This is an optimization exercise on Yosys and OpenROAD, whose aim is small area and a short achievable clock period, not a production implementation. RTL that was checked went through simulation tests only; none was proved equivalent to the original. Power and IR drop assume default switching activity.

==> module aluDispatch, before the edit <==
module aluDispatch (
    input  logic                            clk,
    input  logic                            rstN,
    input  logic                            awvalid,
    output logic                            awready,
    input  logic [aluBusPkg::ADDR_W-1:0]    awaddr,
    input  logic                            wvalid,
    output logic                            wready,
    input  logic [aluPkg::DATA_W-1:0]       wdata,
    output logic                            bvalid,
    input  logic                            bready,
    output logic [aluBusPkg::RESP_W-1:0]    bresp,
    input  logic                            full,
    output logic                            issue,       
    output logic [4:0]                      issueOp,     
    output logic [aluPkg::DATA_W-1:0]       issueA,
    output logic [aluPkg::DATA_W-1:0]       issueB
);
    logic isCmd;
    logic isA;
    logic isB;
    logic cmdLegal;
    logic accept;
    logic errResp;
    logic [5:0] op;
    assign op    = wdata[5:0];
    assign isCmd = (awaddr == aluBusPkg::REG_CMD);
    assign isA   = (awaddr == aluBusPkg::REG_OPA);
    assign isB   = (awaddr == aluBusPkg::REG_OPB);
    always_comb
    begin
        case (op)
            6'h00, 6'h02, 6'h03, 6'h04, 6'h06, 6'h07, 6'h0a, 6'h0b, 6'h1c, 6'h1d,
            6'h20, 6'h21, 6'h22, 6'h23, 6'h24, 6'h25, 6'h26, 6'h27, 6'h2a, 6'h2b:
                cmdLegal = 1'b1;
            default:
                cmdLegal = 1'b0;
        endcase
    end
    aluAccept accept_i (
        .awvalid    (awvalid),
        .wvalid     (wvalid),
        .awaddr     (awaddr),
        .bvalid     (bvalid),
        .bready     (bready),
        .full       (full),
        .accept     (accept)
    );
    assign awready = accept;
    assign wready  = accept;
    assign issue   = accept && isCmd && cmdLegal;
    assign errResp = !(isA || isB || (isCmd && cmdLegal));
    always_ff @(posedge clk or negedge rstN)
    begin
        if (!rstN)
            bvalid <= 1'b0;
        else if (accept)
            bvalid <= 1'b1;
        else if (bready)
            bvalid <= 1'b0;
    end
    assign bresp[0] = 1'b0;
    always_ff @(posedge clk)
    begin
        issueOp <= {op[5], op[3:0]};     
        if (accept)
        begin
            bresp[1] <= errResp;
            if (isA)
                issueA <= wdata;
            if (isB)
                issueB <= wdata;
        end
    end
endmodule
Settings: LEC_CHECK=0, CAP_MARGIN=20, CORE_MARGIN=2, CORE_UTILIZATION=40, CTS_BUF_LIST=sky130_fd_sc_hd__clkbuf_8, CTS_CLUSTER_DIAMETER=300, CTS_CLUSTER_SIZE=16, SLEW_MARGIN=20, SYNTH_HIERARCHICAL=1; clock period 26.0 ns.
standard.sh (not shown) runs the stock make flow with config.mk's settings and CLKGATE_MAP_FILE= SYNTH_SCRIPT=/design/flow/synth_recipe.tcl, a recipe that flattens the netlist after the stock synthesis.
==> flow/flow/run.sh <==
#!/bin/bash
# The standard layout, with plain buffers on the ports instead of the
# delay buffers buffer_ports picks on its own, repair aiming for slack well
# beyond the clock target, and no dummy clock loads. Tool output goes to
# make.log here and to orfs/logs.
set -euo pipefail
bash standard.sh \
  "BUFFER_PORTS_ARGS=-buffer_cell sky130_fd_sc_hd__buf_1" \
  SETUP_SLACK_MARGIN=15 \
  "CTS_ARGS=-sink_clustering_enable -repair_clock_nets -sink_clustering_size 16 -sink_clustering_max_diameter 300 -buf_list sky130_fd_sc_hd__clkbuf_8 -dont_use_dummy_load" \
  finish > make.log 2>&1
Edit:
--- a/flow/design.v
+++ b/flow/design.v
@@ -240,23 +240,43 @@
             6'h20, 6'h21, 6'h22, 6'h23, 6'h24, 6'h25, 6'h26, 6'h27, 6'h2a, 6'h2b:
                 cmdLegal = 1'b1;
             default:
                 cmdLegal = 1'b0;
         endcase
     end
+    logic acceptAw;
+    logic acceptW;
+    aluAccept acceptAw_i (
+        .awvalid    (awvalid),
+        .wvalid     (wvalid),
+        .awaddr     (awaddr),
+        .bvalid     (bvalid),
+        .bready     (bready),
+        .full       (full),
+        .accept     (acceptAw)
+    );
+    aluAccept acceptW_i (
+        .awvalid    (awvalid),
+        .wvalid     (wvalid),
+        .awaddr     (awaddr),
+        .bvalid     (bvalid),
+        .bready     (bready),
+        .full       (full),
+        .accept     (acceptW)
+    );
     aluAccept accept_i (
         .awvalid    (awvalid),
         .wvalid     (wvalid),
         .awaddr     (awaddr),
         .bvalid     (bvalid),
         .bready     (bready),
         .full       (full),
         .accept     (accept)
     );
-    assign awready = accept;
-    assign wready  = accept;
+    assign awready = acceptAw;
+    assign wready  = acceptW;
     assign issue   = accept && isCmd && cmdLegal;
     assign errResp = !(isA || isB || (isCmd && cmdLegal));
     always_ff @(posedge clk or negedge rstN)
     begin
         if (!rstN)
             bvalid <= 1'b0;
After rerunning: Global-route usage decreases by 0.46 points. Sequential power hardly moves. Synthesized area went up by 0.49%. Non-clock buffer count decreases by 11. Maximum frequency hardly moves. Die area rose by 0.48%. Clock-buffer cell count does not change. Setup slack is better by 0.021 ns. Sequential share of layout area stays flat. Sequential cell count stays the same. Synthesized cell count goes up by 0.64%.
The RTL of the second run of this note was laid out without a check of its function.

[re-timing with driven ports]
No port has a modelled driver above. Below, the same layouts with a new extraction and two added sets of constraints. Step 1: set_driving_cell puts a clkbuf_16 on clk and a buf_2 on each other input, an assumption about the parent block. Step 2, shift: input delay + t, output delay - t, t = (earliest + latest rising clock arrival at the registers) / 2. This alone moves slack from input paths to output paths. a / b / c = ideal ports / drivers / drivers and shift; a / b = the first two.
run	t, ns	setup slack, ns	worst slew at a driven data input, ns	cell pins on the clock port's net
the first run	0.617	14.828 / 14.786 / 14.786	0.06	1
the second run	0.603	14.848 / 14.786 / 14.786	0.08	1
After both steps every run listed still meets setup and hold. The setup slack of the second run, which loses most, moves by -0.062 ns with the drivers and by -0.062 ns with both steps.
